Background: an optimization exercise with open tools, aiming at small area, a short achievable clock period and few clock cycles per item. Do not read the settings as production practice. Where RTL was checked, it was by simulation tests only, not by an equivalence proof against the original. No functional check of the RTL was part of run 1. No activity file was given, so power comes from the tool's default toggle rates.

[flow/design.v]
package hrnt_pkg;
  localparam int TABLE_ENTRIES_DEF = 16;
  localparam logic [31:0] CRC_POLY = 32'hEDB88320;
  localparam logic [31:0] CRC_INIT = 32'hFFFFFFFF;
  localparam logic [1:0] OP_FIND = 2'd0;
  localparam logic [1:0] OP_ADD  = 2'd1;
  localparam logic [1:0] OP_DEL  = 2'd2;
  localparam logic [1:0] ST_OK        = 2'd0;
  localparam logic [1:0] ST_NOT_FOUND = 2'd1;
  localparam logic [1:0] ST_FULL      = 2'd2;
  function automatic logic [31:0] crc_byte(input logic [31:0] crc, input logic [7:0] b);
    logic [31:0] c;
    c = crc ^ {24'd0, b};
    for (int k = 0; k < 8; k++) begin
      c = c[0] ? ((c >> 1) ^ CRC_POLY) : (c >> 1);
    end
    crc_byte = c;
  endfunction
  function automatic logic [1:0] cmp_ge_eq(input logic [31:0] a, input logic [31:0] b);
    logic [31:0] g, e;
    g = a & ~b;
    e = ~(a ^ b);
    for (int w = 1; w < 32; w = w * 2) begin
      for (int i = 0; i < 32; i += 2 * w) begin
        g[i] = g[i + w] | (e[i + w] & g[i]);
        e[i] = e[i + w] & e[i];
      end
    end
    cmp_ge_eq = {g[0] | e[0], e[0]};
  endfunction
endpackage
module hrnt_front (
  input  logic        clk,
  input  logic        rst_n,
  input  logic        in_valid,
  output logic        in_ready,
  input  logic [1:0]  in_opcode,
  input  logic [7:0]  in_key_byte,
  input  logic        in_last_byte,
  input  logic [31:0] in_node_address,
  input  logic [15:0] in_node_port,
  output logic        c_load,       
  output logic [1:0]  c_op,
  output logic [31:0] c_hash,
  output logic [31:0] c_addr,
  output logic [15:0] c_port,
  input  logic        c_free_now,   
  input  logic        c_free_next   
);
  logic        rdy_r;
  logic        iv_r, il_r;
  logic [7:0]  ib_r;
  logic [1:0]  iop_r;
  logic [31:0] ia_r;
  logic [15:0] ip_r;
  logic [31:0] crc_r;
  logic [31:0] crc_step;
  logic        consume;
  logic        iv_nxt, il_nxt;
  assign in_ready = rdy_r;
  assign crc_step = hrnt_pkg::crc_byte(crc_r, ib_r);
  assign consume  = iv_r && (!il_r || c_free_now);
  assign c_load = consume && il_r;
  assign c_op   = iop_r;
  assign c_hash = ~crc_step;
  assign c_addr = ia_r;
  assign c_port = ip_r;
  assign iv_nxt = rdy_r ? in_valid     : (iv_r && !consume);
  assign il_nxt = rdy_r ? in_last_byte : il_r;
  always_ff @(posedge clk) begin
    if (!rst_n) begin
      rdy_r <= 1'b1;
      iv_r  <= 1'b0;
      crc_r <= hrnt_pkg::CRC_INIT;
    end else begin
      rdy_r <= !iv_nxt || !il_nxt || c_free_next;
      iv_r  <= iv_nxt;
      if (consume) crc_r <= il_r ? hrnt_pkg::CRC_INIT : crc_step;
    end
  end
  always_ff @(posedge clk) begin
    if (rdy_r) begin
      il_r  <= in_last_byte;
      ib_r  <= in_key_byte;
      iop_r <= in_opcode;
      ia_r  <= in_node_address;
      ip_r  <= in_node_port;
    end
  end
endmodule
module hrnt_back #(
  parameter int NTAP = 4
) (
  input  logic        clk,
  input  logic        rst_n,
  input  logic        c_load,
  input  logic [1:0]  c_op,
  input  logic [31:0] c_hash,
  input  logic [31:0] c_addr,
  input  logic [15:0] c_port,
  output logic        c_free_now,
  output logic        c_free_next,
  output logic        out_valid,
  input  logic        out_ready,
  output logic [1:0]  out_status,
  output logic [31:0] out_found_address,
  output logic [15:0] out_found_port,
  output logic [31:0] out_key_hash
);
  localparam int N  = 16;
  localparam int R  = N / NTAP;
  localparam int CW = $clog2(R + 1);
  typedef enum logic [1:0] {S_IDLE, S_CMP, S_UPD, S_INJ} st_t;
  logic [31:0] r_hash [N];
  logic [31:0] r_addr [N];
  logic [15:0] r_port [N];
  logic        r_vld  [N];
  logic [3:0]  r_rank [N];
  logic        f_ge   [N];
  logic        f_eq   [N];
  logic [1:0]  k_op;
  logic [31:0] k_hash;
  logic [31:0] k_addr;
  logic [15:0] k_port;
  st_t         st_r, st_nxt;
  logic [CW-1:0] cyc_r;
  logic [4:0]  count_r;
  logic        hit_r, fnd_r;
  logic [3:0]  brank_r;
  logic [3:0]  ins_rank_r;
  logic        ov_r;
  logic [1:0]  os_r;
  logic [31:0] oa_r, kh_r;
  logic [15:0] op_r;
  assign out_valid         = ov_r;
  assign out_status        = os_r;
  assign out_found_address = oa_r;
  assign out_found_port    = op_r;
  assign out_key_hash      = kh_r;
  logic full, do_clr, do_inc, do_dec, need_inj;
  logic [4:0] nlt;
  logic [1:0] status;
  assign full     = count_r[4];
  assign nlt      = fnd_r ? {1'b0, brank_r} : count_r;
  assign do_clr   = hit_r && (k_op == hrnt_pkg::OP_ADD || k_op == hrnt_pkg::OP_DEL);
  assign do_inc   = (k_op == hrnt_pkg::OP_ADD) && !hit_r && !full;
  assign do_dec   = (k_op == hrnt_pkg::OP_DEL) && hit_r;
  assign need_inj = (k_op == hrnt_pkg::OP_ADD) && (hit_r || !full);
  always_comb begin
    case (k_op)
      hrnt_pkg::OP_FIND: status = fnd_r ? hrnt_pkg::ST_OK : hrnt_pkg::ST_NOT_FOUND;
      hrnt_pkg::OP_ADD:  status = (hit_r || !full) ? hrnt_pkg::ST_OK : hrnt_pkg::ST_FULL;
      hrnt_pkg::OP_DEL:  status = hit_r ? hrnt_pkg::ST_OK : hrnt_pkg::ST_NOT_FOUND;
      default:           status = hrnt_pkg::ST_NOT_FOUND;
    endcase
  end
  logic upd, inj, cap, restart;
  assign upd     = (st_r == S_UPD);
  assign inj     = (st_r == S_INJ) && !r_vld[N-1];
  assign cap     = (st_r == S_CMP) && (cyc_r != '0);
  assign restart = cap && ov_r;
  assign c_free_now  = (st_r == S_IDLE) || (upd && !need_inj) || inj;
  always_comb begin
    st_nxt = st_r;
    case (st_r)
      S_IDLE: if (c_load) st_nxt = S_CMP;
      S_CMP:  if (!restart && cyc_r == CW'(R)) st_nxt = S_UPD;
      S_UPD:  st_nxt = need_inj ? S_INJ : (c_load ? S_CMP : S_IDLE);
      S_INJ:  if (inj) st_nxt = c_load ? S_CMP : S_IDLE;
      default: st_nxt = S_IDLE;
    endcase
  end
  assign c_free_next = (st_nxt == S_IDLE) ||
                       (st_nxt == S_UPD && k_op != hrnt_pkg::OP_ADD) ||
                       (st_nxt == S_INJ && st_r == S_INJ && !r_vld[N-2]);
  always_ff @(posedge clk) begin
    if (!rst_n) begin
      st_r <= S_IDLE;
    end else begin
      st_r <= st_nxt;
    end
  end
  always_ff @(posedge clk) begin
    if (st_nxt == S_CMP && st_r != S_CMP) begin
      cyc_r <= '0;
    end else if (restart) begin
      cyc_r <= CW'(1);
    end else if (st_r == S_CMP) begin
      cyc_r <= cyc_r + 1'b1;
    end
  end
  always_ff @(posedge clk) begin
    if (c_load && c_free_now) begin
      k_op   <= c_op;
      k_hash <= c_hash;
      k_addr <= c_addr;
      k_port <= c_port;
    end
  end
  logic [31:0] tap_hash [NTAP];
  logic        t_ge [NTAP];
  logic        t_eq [NTAP];
  always_comb begin
    for (int j = 0; j < NTAP; j++) begin
      tap_hash[j] = r_hash[j*R];
      {t_ge[j], t_eq[j]} = {2{r_vld[j*R]}} & hrnt_pkg::cmp_ge_eq(tap_hash[j], k_hash);
    end
  end
  always_ff @(posedge clk) begin
    for (int i = 0; i < N; i++) begin
      if (((i + N - 1) % N) % R == 0) begin
        f_ge[i] <= t_ge[((i + N - 1) % N) / R];
        f_eq[i] <= t_eq[((i + N - 1) % N) / R];
      end else begin
        f_ge[i] <= f_ge[(i + N - 1) % N];
        f_eq[i] <= f_eq[(i + N - 1) % N];
      end
    end
  end
  logic        cd_ge [NTAP];
  logic        cd_eq [NTAP];
  logic [3:0]  cd_rk [NTAP];
  logic        win   [NTAP];
  logic        any_win, any_eq;
  logic        bfound;
  logic [31:0] win_addr;
  logic [15:0] win_port;
  logic [3:0]  win_rank;
  always_comb begin
    bfound = fnd_r && (cyc_r != CW'(1));
    for (int j = 0; j < NTAP; j++) begin
      cd_ge[j] = f_ge[(j*R + 1) % N];
      cd_eq[j] = f_eq[(j*R + 1) % N];
      cd_rk[j] = r_rank[(j*R + 1) % N];
    end
    any_eq = 1'b0;
    for (int j = 0; j < NTAP; j++) begin
      win[j] = cd_ge[j] && (!bfound || cd_rk[j] < brank_r);
      for (int i = 0; i < NTAP; i++) begin
        if (i != j) win[j] = win[j] && (!cd_ge[i] || cd_rk[j] < cd_rk[i]);
      end
      any_eq = any_eq || cd_eq[j];
    end
    any_win  = 1'b0;
    win_addr = '0;
    win_port = '0;
    win_rank = '0;
    for (int j = 0; j < NTAP; j++) begin
      any_win  = any_win || win[j];
      win_addr = win_addr | ({32{win[j]}} & r_addr[(j*R + 1) % N]);
      win_port = win_port | ({16{win[j]}} & r_port[(j*R + 1) % N]);
      win_rank = win_rank | ({4{win[j]}} & cd_rk[j]);
    end
  end
  always_ff @(posedge clk) begin
    if (cap && !restart) begin
      if (any_win) begin
        brank_r <= win_rank;
      end
      fnd_r <= bfound || any_win;
      hit_r <= (hit_r && cyc_r != CW'(1)) || any_eq;
    end
    if (upd) begin
      ins_rank_r <= nlt[3:0];
    end
  end
  always_ff @(posedge clk) begin
    for (int i = 0; i < N; i++) begin
      if (i == 0 && inj) begin
        r_hash[0] <= k_hash;
        r_addr[0] <= k_addr;
        r_port[0] <= k_port;
      end else begin
        r_hash[i] <= r_hash[(i + N - 1) % N];
        r_addr[i] <= r_addr[(i + N - 1) % N];
        r_port[i] <= r_port[(i + N - 1) % N];
      end
    end
  end
  for (genvar i = 0; i < N; i++) begin : g_slot
    localparam int S = (i + N - 1) % N;
    logic gt;
    assign gt = f_ge[S] && !f_eq[S];
    always_ff @(posedge clk) begin
      if (!rst_n) begin
        r_vld[i] <= 1'b0;
      end else if (i == 0 && inj) begin
        r_vld[i] <= 1'b1;
      end else begin
        r_vld[i] <= r_vld[S] && !(upd && do_clr && f_eq[S]);
      end
      if (i == 0 && inj) begin
        r_rank[i] <= ins_rank_r;
      end else if (upd && do_inc && gt) begin
        r_rank[i] <= r_rank[S] + 1'b1;
      end else if (upd && do_dec && gt) begin
        r_rank[i] <= r_rank[S] - 1'b1;
      end else begin
        r_rank[i] <= r_rank[S];
      end
    end
  end
  always_ff @(posedge clk) begin
    if (!rst_n) begin
      count_r <= '0;
    end else if (upd && do_inc) begin
      count_r <= count_r + 1'b1;
    end else if (upd && do_dec) begin
      count_r <= count_r - 1'b1;
    end
  end
  always_ff @(posedge clk) begin
    if (!rst_n) begin
      ov_r <= 1'b0;
    end else if (upd) begin
      ov_r <= 1'b1;
    end else if (out_ready) begin
      ov_r <= 1'b0;
    end
  end
  always_ff @(posedge clk) begin
    if (upd) begin
      os_r <= status;
      kh_r <= k_hash;
    end
    if (upd && !(k_op == hrnt_pkg::OP_FIND && fnd_r)) begin
      oa_r <= '0;
      op_r <= '0;
    end else if (cap && !restart && any_win) begin
      oa_r <= win_addr;
      op_r <= win_port;
    end
  end
endmodule
module hash_ring_node_table (
  input  logic         clk,
  input  logic         rst_n,
  input  logic         in_valid,
  output logic         in_ready,
  input  logic [1:0]   in_opcode,
  input  logic [7:0]   in_key_byte,
  input  logic         in_last_byte,
  input  logic [31:0]  in_node_address,
  input  logic [15:0]  in_node_port,
  output logic         out_valid,
  input  logic         out_ready,
  output logic [1:0]   out_status,
  output logic [31:0]  out_found_address,
  output logic [15:0]  out_found_port,
  output logic [31:0]  out_key_hash
);
  logic        c_load, c_free_now, c_free_next;
  logic [1:0]  c_op;
  logic [31:0] c_hash, c_addr;
  logic [15:0] c_port;
  hrnt_front u_front (
    .clk             (clk),
    .rst_n           (rst_n),
    .in_valid        (in_valid),
    .in_ready        (in_ready),
    .in_opcode       (in_opcode),
    .in_key_byte     (in_key_byte),
    .in_last_byte    (in_last_byte),
    .in_node_address (in_node_address),
    .in_node_port    (in_node_port),
    .c_load          (c_load),
    .c_op            (c_op),
    .c_hash          (c_hash),
    .c_addr          (c_addr),
    .c_port          (c_port),
    .c_free_now      (c_free_now),
    .c_free_next     (c_free_next)
  );
  hrnt_back u_back (
    .clk               (clk),
    .rst_n             (rst_n),
    .c_load            (c_load),
    .c_op              (c_op),
    .c_hash            (c_hash),
    .c_addr            (c_addr),
    .c_port            (c_port),
    .c_free_now        (c_free_now),
    .c_free_next       (c_free_next),
    .out_valid         (out_valid),
    .out_ready         (out_ready),
    .out_status        (out_status),
    .out_found_address (out_found_address),
    .out_found_port    (out_found_port),
    .out_key_hash      (out_key_hash)
  );
endmodule
[flow/run.sh]
#!/bin/bash
# synth_recipe.tcl (not shown) runs the flow's synth.tcl, then flattens the netlist and writes it again
# the make line also repeats each setting of config.mk as NAME=value (left out here)
make -C /OpenROAD-flow-scripts/flow DESIGN_CONFIG=/design/flow/config.mk WORK_HOME=/design/flow/orfs CLKGATE_MAP_FILE= SYNTH_SCRIPT=/design/flow/synth_recipe.tcl finish
[flow/config.mk]
export PLATFORM = sky130hd
export DESIGN_NAME = hash_ring_node_table
export DESIGN_NICKNAME = hash_ring_node_table
export VERILOG_FILES = /design/flow/design.v
export SDC_FILE = /design/flow/constraint.sdc
export NUM_CORES = 4
export LEC_CHECK = 0
export ABC_CLOCK_PERIOD_IN_PS = 2300
export CAP_MARGIN = 20
export CORE_MARGIN = 2
export CORE_UTILIZATION = 40
export PLACE_DENSITY = 0.6
export SETUP_SLACK_MARGIN = 2.7
export SLEW_MARGIN = 20
[flow/constraint.sdc]
create_clock -name core_clock -period 5.0 [get_ports {clk}]
set_input_delay 1.0000 -clock core_clock [delete_from_list [all_inputs] [get_ports {clk}]]
set_output_delay 1.0000 -clock core_clock [all_outputs]
set_load 0.01 [all_outputs]
==> results.py, run 1 <==
metrics = {
    "synthesis": {
        "synth_cell_types": 69,
        "synth_top_family_by_area": "simple AND/OR/NAND/NOR gates",
        "postSynthRegisterBits": 1670,
        "synthXorXnorAreaFrac_pct": 2.46,
        "postSynthAreaPerCell_um2": 13.9,
        "mappedNetlistNets": 3609,
        "syn_area_um2": 46400,
        "netlist.top_cell.by_area": "sky130_fd_sc_hd__dfxtp_1",
        "synth-edff-count": 184,
        "yosysTopAreaCellShare_pct": 64.1,
        "post_synth_inst_count": 3339,
        "synth.area.top_cells": "sky130_fd_sc_hd__dfxtp_1, sky130_fd_sc_hd__edfxtp_1, sky130_fd_sc_hd__ha_1, sky130_fd_sc_hd__nand2_1, sky130_fd_sc_hd__xnor2_1",
        "synth.yosys.seq_area_share_pct": 76.0,
        "yosys.area_share.adder_pct": 5.60,
        "synth_simple_gate_area_share_pct": 6.74,
        "synthFlopType": "sky130_fd_sc_hd__dfxtp_1",
        "synth-compound-area-share_pct": 6.48,
        "synth-warning-count": 16,
        "muxShareOfSynthArea_pct": 1.16,
        "synth-async-reset-ratio_pct": 0,
    },
    "placed_design": {
        "half_perimeter_wire_length_of_the_detailed_placement_result_um": 56900,
        "io_buffer_count": 146,
        "gp_congestion": 0.824,
        "detailedPlace.worstSlack_ns": 1.55,
        "placement.cell_area_um2": 49700,
    },
    "power": {
        "power_per_cell_area_nw_per_um2": 467,
        "power.switching_fraction_pct": 20.9,
        "power.leakage_nw": 23.8,
        "ir_worst_vdd_mv": 0.336,
        "p_comb_share_pct": 3.2,
        "power.sequential.fraction_pct": 51.9,
        "switching_power_mw": 5.57,
        "cell_int_power_mw": 21.0,
        "clkPwrFrac_pct": 44.9,
    },
    "run_status": {
        "status": "finished clean",
    },
    "hold_path": {
        "worst_hold_startpoint": "u_back.r_port[8][1]$_DFF_P_",
        "timing.hold.worst.class": "flip-flop to flip-flop",
    },
    "detailed_routing": {
        "drt_iter0_drc": 1567,
        "detail_route.vias_per_cell": 4.67,
        "detailedRoute.firstPassIterationCount": 5,
        "via_count": 24831,
        "drtAntennaViolNets": 0,
        "route.detailed.drc": 0,
        "wl_per_cell_um": 18.8,
        "wirelength_um": 99800,
    },
    "cts": {
        "total_cts_buffers": 158,
        "clock-sinks": 1670,
        "h-tree-depth": 4,
        "worst_setup_hold_path_clk_slew_ns": 0.07,
        "largest_buffer_count_on_any_clock_path": 3,
        "cts_tree": "done",
        "cts_hold_repair.buffers": 0,
        "clock_latency_ns": 0.76,
        "root_buffer": "sky130_fd_sc_hd__clkbuf_16",
    },
    "timing": {
        "setup_viol": 0,
        "slew_limit_headroom_pct": 44.4,
        "finalWorstPathRequiredPeriod_ns": 2.73,
        "fin_setup_tns_ns": 0,
        "slew_viol_final": 0,
        "finClkSkew_ns": 0.0331,
        "postLayoutSetupSlackWorst_ns": 2.27,
        "max_freq_ghz": 0.366,
        "finalCritPeriodShare_pct": 54.6,
        "pin_slew_with_the_least_headroom_to_its_limit_ns": 0.834,
        "finalHoldViolations": 0,
        "setup_repair_after_global_routing_missed_its_margin": "yes",
    },
    "setup_path": {
        "critical_path_class": "flip-flop to flip-flop",
        "worst-endpoint-arrival_ns": 3.20,
        "crit_path_max_fanout": 5,
        "critical_path.n_buffers_inverters": 6,
        "worst_setup_path_startpoint": "u_back.brank_r[1]$_DFFE_PP_",
        "worst_setup_path_start_kind": "flip-flop",
        "critical_path.most_common_cell": "sky130_fd_sc_hd__buf_4",
        "timing.critical_path.slowest_cell_delay_ns": 0.40,
        "cpMaxStageDelayCell": "sky130_fd_sc_hd__edfxtp_1",
        "worstPathCellList": "inv_2 -> buf_6 -> ha_1 -> a2111oi_4 -> nor3_4 -> a221oi_4 -> and3_4 -> o41ai_4 -> buf_4 -> buf_12 -> buf_4 -> inv_4",
        "critical_path_required_ns": 5.47,
        "r2r_path_start": "u_back.brank_r[1]$_DFFE_PP_",
        "cpLargestDelayFamily": "buffers and inverters",
        "setup.worst_path.end_class": "flip-flop",
    },
    "global_routing": {
        "number_of_global_route_vias_before_repair": 24369,
        "grt_first_pass_wirelength_um": 148000,
        "total_global_route_track_usage_pct": 16.5,
        "grt_util_met2_pct": 24.8,
        "grt_overflow_total": 0,
        "grt_start_max_net_pins": 69,
        "grt_use_met1_pct": 24.1,
        "antenna_violations_before_repair": 8,
        "grt.busiest_layer": "met2",
        "grt_use_met3_pct": 3.36,
    },
    "floorplanning": {
        "fp.dieH_um": 345,
        "floorplan.initialDensity_pct": 40.5,
        "die-area_um2": 119000,
        "fp.coreArea_um2": 115000,
        "chipWidth_um": 345,
        "io-pin-count": 147,
        "std_cell_rows": 124,
    },
    "cells_and_area": {
        "fin_nets": 3943,
        "finalInstanceArea_um2": 56900,
        "final_core_utilization_pct": 49.6,
        "layout-drive-gt1-share_pct": 16.5,
        "area.growth.synth_to_final_pct": 22.6,
        "fill_cells": 9704,
    },
    "flow_run": {
        "cap_viol_max_count": 0,
    },
}
-- stage by stage --
step | power, mW | hold slack (ns) | instances
floorplan | 14.6 | 0.310 | 3339
global placement | 14.9 | 0.310 | 4922
detailed placement | 14.9 | 0.312 | 4922
CTS | 26.8 | 0.302 | 5278
global route | 27.5 | 0.316 | 5314
finish | 26.6 | 0.304 | 5315
-- cell usage after synthesis (all sizes together), types with 5 or more instances --
cell type     n
a211oi       55
a21o         45
a21oi        77
a221oi        6
a22o         49
a22oi        16
a31oi        16
and2          5
and3        103
buf          21
clkbuf       77
dfxtp      1486
edfxtp      184
ha          206
inv          87
mux2          5
mux2i        48
nand2       324
nand2b       25
nand3        11
nand4        45
nor2         90
nor2b        18
nor3         10
nor4          5
o2111ai       5
o211ai       35
o21a          5
o21ai        86
o32ai        11
or4           9
xnor2        86
xor2         38
-- worst paths after layout --
check / slack [ns] / endpoint / depth (start not counted)
hold reg to reg: 0.30 / u_back.r_port[9][1]$_DFF_P_ / 0
hold / removal: 0.30 / u_back.r_port[9][1]$_DFF_P_ / 0
setup / recovery: 2.27 / u_back.brank_r[3]$_DFFE_PP_ / 12
setup reg to reg: 2.27 / u_back.brank_r[3]$_DFFE_PP_ / 12
-- what timing repair did --
action,4_1_cts,5_1_grt
setup buffers,49,32
gates cloned,18,4
endpoints found under the setup margin,361,217
gates resized for setup,556,67
pin swaps,21,45
-- layout by cell type, fill, tap and decap left out, types with 49 or more instances in the layout --
master / Yosys / layout
sky130_fd_sc_hd__dfxtp_1: 1486 / 1424
sky130_fd_sc_hd__nand2_1: 324 / 321
sky130_fd_sc_hd__ha_1: 206 / 192
sky130_fd_sc_hd__edfxtp_1: 184 / 184
sky130_fd_sc_hd__clkbuf_16: 0 / 167
sky130_fd_sc_hd__and3_1: 103 / 101
sky130_fd_sc_hd__nor2_1: 90 / 88
sky130_fd_sc_hd__xnor2_1: 83 / 76
sky130_fd_sc_hd__o21ai_0: 85 / 74
sky130_fd_sc_hd__buf_4: 1 / 73
sky130_fd_sc_hd__a21oi_1: 77 / 71
sky130_fd_sc_hd__inv_1: 84 / 67
sky130_fd_sc_hd__clkdlybuf4s50_1: 0 / 62
sky130_fd_sc_hd__a211oi_1: 55 / 52
sky130_fd_sc_hd__a22o_1: 49 / 49
-- power by group through the flow --
stage	sequential [mW]	combinational (mW)	clock (mW)
CTS	13.8	0.816	12.2
finish	13.8	0.854	11.9
floorplan	14.1	0.521	0
global placement	14.1	0.762	0
global route	13.8	0.938	12.7
detailed placement	14.1	0.764	0
-- flip-flops by register name, summed over array words and instances, names as in the netlist, 3 cells and up --
name,count
u_back.brank_r,4
u_back.count_r,5
u_back.cyc_r,3
u_back.f_eq,16
u_back.f_ge,16
u_back.ins_rank_r,4
u_back.k_addr,32
u_back.k_hash,32
u_back.k_port,16
u_back.kh_r,32
u_back.oa_r,32
u_back.op_r,16
u_back.r_addr,512
u_back.r_hash,512
u_back.r_port,256
u_back.r_rank,64
u_back.r_vld,16
u_front.crc_r,32
u_front.ia_r,32
u_front.ib_r,8
u_front.ip_r,16
-- layer usage --
metal | vias to the layer above | wire [µm]
met5 | - | 17
met4 | 2 | 2070
met3 | 137 | 4540
met2 | 425 | 43500
met1 | 12098 | 49700
li1 | 12169 | -
-- kinds of logic (layout without fill, tap and decap cells) --
kind of cell	after synthesis	count (layout)
flops	1670	1670
mux	53	53
xor+xnor	124	124
simple gates	663	667
buf+inv	185	644
compound gates	437	437
fa+ha+maj	207	207
other cells	0	1
-- layout make-up --
| type | instances | area (µm²) | area share (%) |
|---|---|---|---|
| inverters | 87 | 363 | 0.638 |
| repair buffers | 267 | 2840 | 4.99 |
| flip-flops and latches | 1670 | 35400 | 62.2 |
| clock inverters | 51 | 622 | 1.09 |
| clock buffers | 238 | 4680 | 8.23 |
| well taps | 1512 | 1890 | 3.32 |
| diodes | 1 | 2.50 | 0.00440 |
| multi-input cells | 1488 | 11100 | 19.5 |
| repair inverters | 1 | 11.3 | 0.0198 |
==> run 2: changes to the inputs <==
--- a/flow/design.v
+++ b/flow/design.v
@@ -16,18 +16,6 @@
     end
     crc_byte = c;
   endfunction
-  function automatic logic [1:0] cmp_ge_eq(input logic [31:0] a, input logic [31:0] b);
-    logic [31:0] g, e;
-    g = a & ~b;
-    e = ~(a ^ b);
-    for (int w = 1; w < 32; w = w * 2) begin
-      for (int i = 0; i < 32; i += 2 * w) begin
-        g[i] = g[i + w] | (e[i + w] & g[i]);
-        e[i] = e[i + w] & e[i];
-      end
-    end
-    cmp_ge_eq = {g[0] | e[0], e[0]};
-  endfunction
 endpackage
 module hrnt_front (
   input  logic        clk,
@@ -203,7 +191,8 @@
   always_comb begin
     for (int j = 0; j < NTAP; j++) begin
       tap_hash[j] = r_hash[j*R];
-      {t_ge[j], t_eq[j]} = {2{r_vld[j*R]}} & hrnt_pkg::cmp_ge_eq(tap_hash[j], k_hash);
+      t_ge[j] = r_vld[j*R] && (tap_hash[j] >= k_hash);
+      t_eq[j] = r_vld[j*R] && (tap_hash[j] == k_hash);
     end
   end
   always_ff @(posedge clk) begin
--- a/flow/config.mk
+++ b/flow/config.mk
@@ -5,10 +5,8 @@
 export SDC_FILE = /design/flow/constraint.sdc
 export NUM_CORES = 4
 export LEC_CHECK = 0
-export ABC_CLOCK_PERIOD_IN_PS = 2300
 export CAP_MARGIN = 20
 export CORE_MARGIN = 2
 export CORE_UTILIZATION = 40
 export PLACE_DENSITY = 0.6
-export SETUP_SLACK_MARGIN = 2.7
 export SLEW_MARGIN = 20
==> results.py, run 2 <==
metrics = {
    "synthesis": {
        "mappedNetlistNets": 3625,
        "postSynthAreaPerCell_um2": 13.8,
        "synth.yosys.seq_area_share_pct": 76.2,
        "post_synth_inst_count": 3355,
        "synth.area.top_cells": "sky130_fd_sc_hd__dfxtp_1, sky130_fd_sc_hd__edfxtp_1, sky130_fd_sc_hd__ha_1, sky130_fd_sc_hd__nand2_1, sky130_fd_sc_hd__xnor2_1",
        "synth-edff-count": 184,
        "synth-warning-count": 16,
        "synthFlopType": "sky130_fd_sc_hd__dfxtp_1",
        "library_cell_with_the_highest_instance_count_after_synthesis": "sky130_fd_sc_hd__dfxtp_1",
        "syn_area_um2": 46300,
        "synth_cell_types": 58,
        "yosysTopAreaCellShare_pct": 64.3,
        "post_synth_most_frequent_cells": "sky130_fd_sc_hd__dfxtp_1, sky130_fd_sc_hd__nand2_1, sky130_fd_sc_hd__ha_1",
        "synth-async-reset-ratio_pct": 0,
        "netlist.top_cell.by_area": "sky130_fd_sc_hd__dfxtp_1",
        "postSynthRegisterBits": 1670,
    },
    "cells_and_area": {
        "fill_cells": 10055,
        "layout_commonest_cell": "sky130_fd_sc_hd__dfxtp_1",
        "layout-drive-gt1-share_pct": 8.13,
        "finalInstanceArea_um2": 54900,
        "largest_registers": "u_back.r_addr x512, u_back.r_hash x512, u_back.r_port x256",
        "antennaDiodeCount": 0,
        "mostFrequentLayoutCells": "sky130_fd_sc_hd__dfxtp_1, sky130_fd_sc_hd__nand2_1, sky130_fd_sc_hd__ha_1, sky130_fd_sc_hd__edfxtp_1, sky130_fd_sc_hd__clkbuf_16",
        "area.growth.synth_to_final_pct": 18.6,
        "final_core_utilization_pct": 47.9,
        "fin_nets": 3862,
        "finish.cell_count_without_fillers": 5241,
    },
    "power": {
        "report.power.total_mw": 26.6,
        "power.leakage_nw": 22.2,
        "power.switching_fraction_pct": 21.4,
        "switching_power_mw": 5.70,
        "power.sequential.fraction_pct": 52.0,
        "p_comb_share_pct": 3.1,
        "clkPwrFrac_pct": 44.9,
        "power_per_cell_area_nw_per_um2": 484,
        "cell_int_power_mw": 20.9,
        "ir_worst_vdd_mv": 0.292,
    },
    "setup_path": {
        "critical_path_class": "flip-flop to flip-flop",
        "worst-endpoint-arrival_ns": 4.12,
        "setup.worst_path.end_class": "flip-flop",
        "critical_path_required_ns": 5.69,
        "crit_path_max_fanout": 30,
        "worst_setup_path_start_kind": "flip-flop",
    },
    "placed_design": {
        "placement.cell_area_um2": 49500,
        "io_buffer_count": 146,
        "place_inst": 4945,
        "detailedPlace.worstSlack_ns": 1.61,
        "gp_congestion": 0.807,
        "half_perimeter_wire_length_of_the_detailed_placement_result_um": 58000,
    },
    "timing": {
        "max_freq_ghz": 0.292,
        "slew_viol_final": 0,
        "postLayoutSetupSlackWorst_ns": 1.58,
        "setup_repair_after_global_routing_missed_its_margin": "no",
        "finalHoldWorstSlack_ns": 0.287,
        "slew_limit_headroom_pct": 33.1,
        "finClkSkew_ns": 0.0445,
        "pin_slew_with_the_least_headroom_to_its_limit_ns": 0.996,
        "finalHoldViolations": 0,
        "finalCritPeriodShare_pct": 68.4,
        "setup_viol": 0,
        "finalWorstPathRequiredPeriod_ns": 3.42,
        "fin_setup_tns_ns": 0,
    },
    "global_routing": {
        "antenna_violations_before_repair": 4,
        "total_global_route_track_usage_pct": 15.5,
        "grt.busiest_layer": "met2",
        "grt_use_met1_pct": 22.0,
        "grt_use_met3_pct": 3.25,
        "grt_util_met2_pct": 23.8,
        "number_of_global_route_vias_before_repair": 24178,
        "grt_start_max_net_pins": 76,
        "grt_overflow_total": 0,
        "grt_first_pass_wirelength_um": 140000,
    },
    "cts": {
        "cts_tree": "done",
        "cts.repair_timing.setup_buffer_count": 0,
        "cts_resized": 0,
        "clock_latency_ns": 0.77,
        "largest_buffer_count_on_any_clock_path": 3,
        "worst_setup_hold_path_clk_slew_ns": 0.06,
        "root_buffer": "sky130_fd_sc_hd__clkbuf_16",
        "total_cts_buffers": 157,
        "cts_hold_repair.buffers": 0,
        "clock-sinks": 1670,
        "h-tree-depth": 4,
    },
    "detailed_routing": {
        "drtAntennaViolNets": 0,
        "via_count": 24068,
        "detailedRoute.firstPassIterationCount": 5,
        "detail_route.vias_per_cell": 4.59,
        "drt_iter0_drc": 1383,
        "wl_per_cell_um": 17.5,
        "wirelength_um": 91700,
        "route.detailed.drc": 0,
    },
    "floorplanning": {
        "floorplan.initialDensity_pct": 40.4,
        "chipWidth_um": 344,
        "io-pin-count": 147,
        "std_cell_rows": 124,
        "fp.coreArea_um2": 115000,
        "fp.dieH_um": 344,
        "die-area_um2": 118000,
    },
    "flow_run": {
        "cap_viol_max_count": 0,
    },
    "hold_path": {
        "timing.hold.worst.class": "flip-flop to flip-flop",
    },
    "run_status": {
        "status": "finished clean",
    },
}
## run 2: changes by cell type in the layout (fill, tap and decap cells not counted), sizes merged, moves of 22 or more
| cell | delta |
|---|---|
| a21oi | +26 |
| clkinv | +28 |
| clkdlybuf4s50 | +84 |
| buf | -171 |
| clkbuf | -22 |
| mux2i | -45 |
| and3 | -87 |
| o31ai | +45 |
| inv | +50 |
| o21a | +50 |
## run 2: routing by layer
layer / vias to the layer above / wire length (µm)
li1: 11947 / -
met2: 370 / 40400
met5: - / 11
met4: 2 / 1990
met1: 11593 / 45800
met3: 156 / 3460
## run 2: cell type report
type                            count  area (µm²)  area share (%)
Clock inverter                     79         891            1.62
Multi-Input combinational cell   1450       10100            18.5
Tap cell                         1512        1890            3.45
Sequential cell                  1670       35300            64.3
Clock buffer                      217        4490            8.18
Timing Repair Buffer              172        1670            3.04
Inverter                          141         532           0.969
## run 2: worst max-delay path, cell delays in order (launching register included)
cell and delay [ns]:
sky130_fd_sc_hd__dfxtp_1 0.48, sky130_fd_sc_hd__inv_1 0.19, sky130_fd_sc_hd__ha_1 0.32, sky130_fd_sc_hd__nor2b_1 0.13, sky130_fd_sc_hd__o211ai_1 0.20, sky130_fd_sc_hd__a21boi_0 0.13, sky130_fd_sc_hd__nor4b_1 0.36, sky130_fd_sc_hd__and2_2 0.85
sky130_fd_sc_hd__buf_4 0.40, sky130_fd_sc_hd__a211oi_1 0.14, sky130_fd_sc_hd__a21oi_1 0.15
## run 2: final timing paths
path | start | end | slack (ns) | cells after the start
max reg2reg | u_back.r_rank[5][1]$_DFF_P_ | u_back.op_r[1]$_SDFFE_PP0P_ | 1.58 | 10
min | u_back.r_hash[13][9]$_DFF_P_ | u_back.r_hash[14][9]$_DFF_P_ | 0.29 | 0
min reg2reg | u_back.r_hash[13][9]$_DFF_P_ | u_back.r_hash[14][9]$_DFF_P_ | 0.29 | 0
max | u_back.r_rank[5][1]$_DFF_P_ | u_back.op_r[1]$_SDFFE_PP0P_ | 1.58 | 10
## run 2: cell families after synthesis
logic type               synth area share, %
AO/OA/AOI/OAI                           8.48
XOR/XNOR                                2.38
adder cells (fa/ha/maj)                 5.61
buffers and inverters                   1.98
flip-flops                              76.2
multiplexers                           0.162
AND/OR/NAND/NOR                         5.19
## run 2: power groups by stage
| stage | Combinational, mW | Sequential (mW) | Clock, mW |
|---|---|---|---|
| after floorplan | 0.563 | 14.1 | 0 |
| after global placement | 0.817 | 14.1 | 0 |
| after detailed placement | 0.819 | 14.1 | 0 |
| after CTS | 0.828 | 13.8 | 12.2 |
| after global routing | 0.903 | 13.8 | 12.8 |
| final | 0.819 | 13.8 | 11.9 |
Testbench counts of run 2, summed over its fixed seeds: cycles 30,455, items 2,400.

==> port drivers added, routing unchanged <==
How much do the figures lean on ideal ports? The routed layouts below were timed once more, with nothing changed but the port constraints.
Step 1 sets driving cells, clkbuf_16 on the clock port and buf_2 on the other inputs (assumed; they add their load-dependent delay and slew).
Step 2 moves the port delays by t, midway between the first and last clock arrival at a register: inputs arrive t later, outputs are due t later. That takes back most of the time a late clock gives input paths.
Three values: ideal ports, drivers, drivers and shift; two values: the first two.
run | t, ns | slack for setup (ns) | worst data-port slew with drivers (ns)
run 1 | 0.810 | 2.269 / 2.269 / 2.269 | 0.07
run 2 | 0.820 | 1.578 / 1.578 / 1.578 | 0.15
After both steps every run listed still meets setup and hold.
